This design comes from an exercise in tuning for small area on the open sky130 flow, not from production work.
Only simulation tests tie the RTL to the original design; equivalence was not proved.
Power figures rest on the tool's default switching activity, not on a simulated workload.

==> flow/design.v <==
module grahzm_core #(
   parameter int WIDTH = 8,
   parameter int RAM_DEPTH = 256,
   parameter int PC_WIDTH = 8
) (
   input  logic                clk,
   input  logic                rst,
   output logic [PC_WIDTH-1:0] prog_addr,
   input  logic [7:0]          prog_data,
   input  logic [WIDTH-1:0]    in_data,
   input  logic                in_valid,
   output logic                in_ready,
   output logic [WIDTH-1:0]    out_data,
   output logic                out_valid,
   input  logic                out_ready,
   output logic                stall
);
   logic [7:0] pc_q, pc_d;
   logic [7:0] r0_q, r1_q, r2_q, r3_q, r4_q, r5_q;
   logic [7:0] r0_d, r1_d, r2_d, r3_d, r4_d, r5_d;
   logic [7:0] out_data_q, out_data_d;
   logic out_valid_q, out_valid_d;
   logic [2047:0] ram_q;
   logic [1:0] cls;
   logic [2:0] src, dst, op;
   logic is_copy, need_in, need_out, blocked, go, ram_we, zero, neg, base, taken;
   logic [7:0] src_val, reg_val, alu, rdata, wcol;
   logic [15:0] hi, lo;
   logic [255:0] nsel, wstb;
   logic [15:0] lo_we;
   assign cls = prog_data[7:6];
   assign src = prog_data[5:3];
   assign dst = prog_data[2:0];
   assign op = prog_data[2:0];
   always_comb begin
      for (int i = 0; i < 16; i++) begin
         hi[i] = r4_q[7:4] == 4'(i);
         lo[i] = r4_q[3:0] == 4'(i);
         lo_we[i] = lo[i] & ram_we;
      end
      for (int k = 0; k < 256; k++) begin
         nsel[k] = ~(hi[k / 16] & lo[k % 16]);
         wstb[k] = hi[k / 16] & lo_we[k % 16];
      end
   end
   for (genvar b = 0; b < 8; b++) begin : g_rd
      logic [127:0] pz;
      for (genvar g = 0; g < 128; g++) begin : g_pair
         grahzm_rd2 u_rd (.q({ram_q[(2*g+1)*8+b], ram_q[(2*g)*8+b]}), .nsel(nsel[2*g+1:2*g]), .z(pz[g]));
      end
      assign rdata[b] = ~|pz;
   end
   for (genvar k = 0; k < 256; k++) begin : g_word
      grahzm_ram_word u_word (.clk(clk), .wstb(wstb[k]), .nsel(nsel[k]), .wd(wcol), .q(ram_q[k*8+7:k*8]));
   end
   always_comb begin
      case (src)
         3'd0: reg_val = r0_q;
         3'd1: reg_val = r1_q;
         3'd2: reg_val = r2_q;
         3'd3: reg_val = r3_q;
         3'd4: reg_val = r4_q;
         default: reg_val = r5_q;
      endcase
   end
   always_comb begin
      is_copy = cls == 2'b10;
      need_in = is_copy && src == 3'd7;
      need_out = is_copy && dst == 3'd7;
      blocked = (need_in && !in_valid) || (need_out && out_valid_q && !out_ready);
      go = !rst && !blocked;
      ram_we = go && is_copy && dst == 3'd6 && src != 3'd6;
      src_val = src == 3'd7 ? in_data : src == 3'd6 ? rdata : reg_val;
      wcol = !ram_we ? 8'hff : src == 3'd7 ? in_data : reg_val;
   end
   always_comb begin
      alu = '0;
      case (op)
         3'd0: alu = r1_q | r2_q;
         3'd1: alu = ~(r1_q & r2_q);
         3'd2: alu = ~(r1_q | r2_q);
         3'd3: alu = r1_q & r2_q;
         3'd4: alu = r1_q + r2_q;
         3'd5: alu = r1_q - r2_q;
         3'd6: alu = r1_q ^ r2_q;
         default: alu = r1_q << 1;
      endcase
   end
   always_comb begin
      zero = r3_q == '0;
      neg = r3_q[7];
      base = op[1:0] == 2'd0 ? 1'b0 : op[1:0] == 2'd1 ? zero : op[1:0] == 2'd2 ? neg : zero | neg;
      taken = base ^ op[2];
   end
   always_comb begin
      pc_d = pc_q;
      r0_d = r0_q;
      r1_d = r1_q;
      r2_d = r2_q;
      r3_d = r3_q;
      r4_d = r4_q;
      r5_d = r5_q;
      out_data_d = out_data_q;
      out_valid_d = out_valid_q && !out_ready;
      if (go) begin
         pc_d = (cls == 2'b11 && taken) ? r0_q : pc_q + 1'b1;
         if (cls == 2'b00) r0_d = 8'(prog_data[5:0]);
         if (cls == 2'b01) r3_d = alu;
         if (is_copy) begin
            case (dst)
               3'd0: r0_d = src_val;
               3'd1: r1_d = src_val;
               3'd2: r2_d = src_val;
               3'd3: r3_d = src_val;
               3'd4: r4_d = src_val;
               3'd5: r5_d = src_val;
               default: ;
            endcase
         end
         if (need_out) begin
            out_data_d = src_val;
            out_valid_d = 1'b1;
         end
      end
   end
   assign prog_addr = rst ? '0 : pc_q;
   assign stall = !rst && blocked;
   assign in_ready = !rst && need_in && !blocked;
   assign out_data = out_data_q;
   assign out_valid = out_valid_q;
   always_ff @(posedge clk) begin
      if (rst) begin
         pc_q <= '0;
         r0_q <= '0;
         r1_q <= '0;
         r2_q <= '0;
         r3_q <= '0;
         r4_q <= '0;
         r5_q <= '0;
         out_data_q <= '0;
         out_valid_q <= 1'b0;
      end else begin
         pc_q <= pc_d;
         r0_q <= r0_d;
         r1_q <= r1_d;
         r2_q <= r2_d;
         r3_q <= r3_d;
         r4_q <= r4_d;
         r5_q <= r5_d;
         out_data_q <= out_data_d;
         out_valid_q <= out_valid_d;
      end
   end
endmodule
module grahzm_ram_word (
   input  logic       clk,
   input  logic       wstb,
   input  logic       nsel,
   input  logic [7:0] wd,
   output logic [7:0] q
);
   always_ff @(posedge clk) q <= (q | {8{wstb}}) & ({8{nsel}} | wd);
endmodule
module grahzm_rd2 (
   input  logic [1:0] q,
   input  logic [1:0] nsel,
   output logic       z
);
   assign z = ~&(q | nsel);
endmodule
Settings: LEC_CHECK=0, CAP_MARGIN=20, CORE_MARGIN=2, CORE_UTILIZATION=40, CTS_CLUSTER_DIAMETER=100, CTS_CLUSTER_SIZE=28, SETUP_SLACK_MARGIN=0.2, SLEW_MARGIN=20, SYNTH_HIERARCHICAL=1; clock period 5.5 ns.
run.sh (not shown) runs the stock make flow with config.mk's settings and CLKGATE_MAP_FILE= SYNTH_SCRIPT=/design/flow/synth_recipe.tcl, a recipe that flattens the netlist after the stock synthesis.
Rerun with:
==> flow/flow/run.sh (new file) <==
#!/bin/bash
# The standard layout (standard.sh: the standard synthesis and ORFS flow) with
# three layout choices changed:
#  - the buffers Yosys/ABC put into the netlist are removed at floorplan
#    (REMOVE_ABC_BUFFERS=1) and global placement is not timing driven, so
#    buffers are only added where the later repair steps need them;
#  - the port buffers are sky130_fd_sc_hd__buf_1, the smallest buffer (ORFS
#    picks a larger delay buffer by default); every port still gets one.
# The full make output goes to standard_flow.log here; ORFS's own per-step logs
# are under orfs/logs.
set -euo pipefail
cd "$(dirname "$0")/.."
export REMOVE_ABC_BUFFERS=1
export GPL_TIMING_DRIVEN=0
export BUFFER_PORTS_ARGS="-buffer_cell sky130_fd_sc_hd__buf_1"
bash standard.sh finish > standard_flow.log 2>&1
==> flow/standard.sh (new file) <==
#!/bin/bash
# synth_recipe.tcl (not shown) runs the flow's synth.tcl, then flattens the netlist and writes it again
# the make line also repeats each setting of config.mk as NAME=value (left out here)
make -C /OpenROAD-flow-scripts/flow DESIGN_CONFIG=/design/flow/config.mk WORK_HOME=/design/flow/orfs CLKGATE_MAP_FILE= SYNTH_SCRIPT=/design/flow/synth_recipe.tcl "${@:-finish}"
CAP_MARGIN = 25   (was 20)
CORE_UTILIZATION = 55   (was 40)
PLACE_DENSITY = 0.7   (was not set)
SETUP_SLACK_MARGIN = 0.4   (was 0.2)
SLEW_MARGIN = 10   (was 20)
removed: flow/run.sh
What happened: The changed run ran to the end with no violations; wire length went down by 7.6%; area after synthesis stays the same; clock-buffer cell count is lower by 4; synthesized cell count stays the same; cell count goes down by about 10%; setup slack loses 0.044 ns; fmax came out lower by 0.84%; hold slack gains 0.0038 ns; utilization rises by 15 points; critical path depth goes down by 1.
Rerun with:
CAP_MARGIN = 15   (was 25)
CORE_UTILIZATION = 40   (was 55)
PLACE_DENSITY = not set   (was 0.7)
SETUP_SLACK_MARGIN = 0.3   (was 0.4)
SLEW_MARGIN = 5   (was 10)
=> Wire length increases by a few percent; non-clock buffer count shrinks by 3; hold slack barely changes; via count came out lower slightly; clock power barely changes; maximum frequency hardly moves; power barely changes; die area increases by well over a third; setup slack degrades by 0.0069 ns; global-route usage fell by 7.7 points; cell count grows by a little under a tenth.
Rerun with:
CAP_MARGIN = 30   (was 15)
CORE_UTILIZATION = 50   (was 40)
PLACE_DENSITY = 0.65   (was not set)
SETUP_SLACK_MARGIN = 0.4   (was 0.3)
SLEW_MARGIN = 10   (was 5)
Result: The new run ran to the end with no violations; via count went up slightly; area after synthesis does not change; die area went down by about a fifth; clock skew went down by 0.027 ns; count of clock-buffer cells in the layout went down by 1; setup slack gets better by 0.055 ns; cell area went down slightly; wire length went down by a few percent; fmax went up slightly; final cell count went down by a few percent; global-route usage went up by 5.3 points.
Rerun with:
CAP_MARGIN = 20   (was 30)
CORE_UTILIZATION = 40   (was 50)
PLACE_DENSITY = not set   (was 0.65)
SETUP_SLACK_MARGIN = not set   (was 0.4)
SLEW_MARGIN = 20   (was 10)
Effect:
- The changed run reached the layout checks and failed them: negative setup slack
- final area came out higher by 0.63%
- synthesized area stays the same
- utilization came out lower by 10 points
- setup slack is worse by 0.36 ns
- first-iteration DRC count decreases by 6.6%
- global-route usage shrinks by 5.3 points
- clock-buffer cell count climbs by 4
Rerun with:
CORE_UTILIZATION = 45   (was 40)
PLACE_DENSITY = 0.62   (was not set)
SETUP_SLACK_MARGIN = 0.3   (was not set)
SLEW_MARGIN = 5   (was 20)
The new run produced a clean layout.
Non-clock buffer count increases by 2.
Die area decreases by 11%.
Hold slack barely changes.
Power barely changes.
Cell area decreases by about 0.43%.
Clock-buffer cell count stays the same.
First-iteration DRC count increases by 3.2%.
Clock skew stays flat.

========
red:
Another version of the RTL of grahzm_core (not shown whole).
Size in the first run: about 39 I/O pins.
==> flow/config.mk <==
export PLATFORM = sky130hd
export DESIGN_NAME = grahzm_core
export DESIGN_NICKNAME = grahzm_core
export VERILOG_FILES = /design/flow/design.v
export SDC_FILE = /design/flow/constraint.sdc
export NUM_CORES = 4
export LEC_CHECK = 0
export CAP_MARGIN = 15
export CORE_MARGIN = 2
export CORE_UTILIZATION = 40
export CTS_CLUSTER_DIAMETER = 100
export CTS_CLUSTER_SIZE = 28
export SETUP_SLACK_MARGIN = 0.3
export SLEW_MARGIN = 5
export SYNTH_HIERARCHICAL = 1
==> flow/constraint.sdc <==
create_clock -name core_clock -period 5.5 [get_ports {clk}]
set_input_delay 1.1000 -clock core_clock [delete_from_list [all_inputs] [get_ports {clk}]]
set_output_delay 1.1000 -clock core_clock [all_outputs]
set_load 0.01 [all_outputs]
standard.sh (not shown) runs the stock make flow with config.mk's settings and CLKGATE_MAP_FILE= SYNTH_SCRIPT=/design/flow/synth_recipe.tcl, a recipe that flattens the netlist after the stock synthesis.
==> flow/flow/run.sh <==
#!/bin/bash
# The standard layout (standard.sh: the standard synthesis and ORFS flow) with
# three layout choices changed:
#  - the buffers Yosys/ABC put into the netlist are removed at floorplan
#    (REMOVE_ABC_BUFFERS=1) and global placement is not timing driven, so
#    buffers are only added where the later repair steps need them;
#  - the port buffers are sky130_fd_sc_hd__buf_1, the smallest buffer (ORFS
#    picks a larger delay buffer by default); every port still gets one.
# The full make output goes to standard_flow.log here; ORFS's own per-step logs
# are under orfs/logs.
set -euo pipefail
cd "$(dirname "$0")/.."
export REMOVE_ABC_BUFFERS=1
export GPL_TIMING_DRIVEN=0
export BUFFER_PORTS_ARGS="-buffer_cell sky130_fd_sc_hd__buf_1"
bash standard.sh finish > standard_flow.log 2>&1
Ran to the end and failed final checks on max-capacitance violations, max-slew violations, negative setup slack: red.
Modified inputs, blue compared to red
Settings: SETUP_SLACK_MARGIN: 0.3 -> 0.5.
Results
blue has completed all stages; timing, DRC and antenna checks passed.
To summarise red: no stage aborted, but the layout did not pass its checks, failing on max-capacitance violations, max-slew violations, negative setup slack.
Relative to red, the final cell area reported for blue is higher.
On detailed route wirelength on metal3, blue tracks red almost exactly.
The layout overhead on the synthesized area of blue exceeds that of red by 0.39 points.
blue: share of cells above drive strength 1 0.88 points above red
From red to blue the numbers moved as follows: share of flip-flops with an asynchronous set or reset after synthesis has remained practically unchanged, count of final max-slew check failures now sits lower, remaining design rule violation count barely changed.

-- port drivers added, routing unchanged --
Ports are ideal in the flow. The routed layouts listed here were re-timed in OpenROAD. Step 1 sets driving cells, clkbuf_16 on the clock port and buf_2 on the other inputs (assumed; they add their load-dependent delay and slew). Step 2 moves the port delays by t, midway between the first and last clock arrival at a register: inputs arrive t later, outputs are due t later. That takes back most of the time a late clock gives input paths. Slacks: ideal / step 1 / step 2; pairs: ideal / step 1.
| run | shift t [ns] | setup slack, ns | worst register clock-pin slew, ns | cell pins on the clock port's net |
|---|---|---|---|---|
| the first run of note 1 | 0.855 | 0.337 / 0.337 / 0.337 | 0.11 / 0.11 | 1 |
| the second run of note 1 | 0.824 | 0.293 / 0.293 / 0.167 | 0.12 / 0.12 | 1 |
| the third run of note 1 | 0.839 | 0.286 / 0.286 / 0.247 | 0.11 / 0.11 | 1 |
| the fourth run of note 1 | 0.814 | 0.341 / 0.341 / 0.311 | 0.11 / 0.11 | 1 |
| the fifth run of note 1 | 0.830 | -0.018 / -0.018 / -0.018 | 0.11 / 0.11 | 1 |
| the sixth run of note 1 | 0.831 | 0.228 / 0.228 / 0.077 | 0.12 / 0.12 | 1 |
| red | 0.859 | -0.091 / -0.091 / -0.111 | 0.12 / 0.12 | 1 |
| blue | 0.846 | 0.374 / 0.374 / -0.135 | 0.12 / 0.12 | 1 |
With both steps, setup timing fails in blue, where it was met with ideal ports. For blue, which loses most, drivers alone change the setup slack by 0.000 ns; drivers and shift together by -0.509 ns.
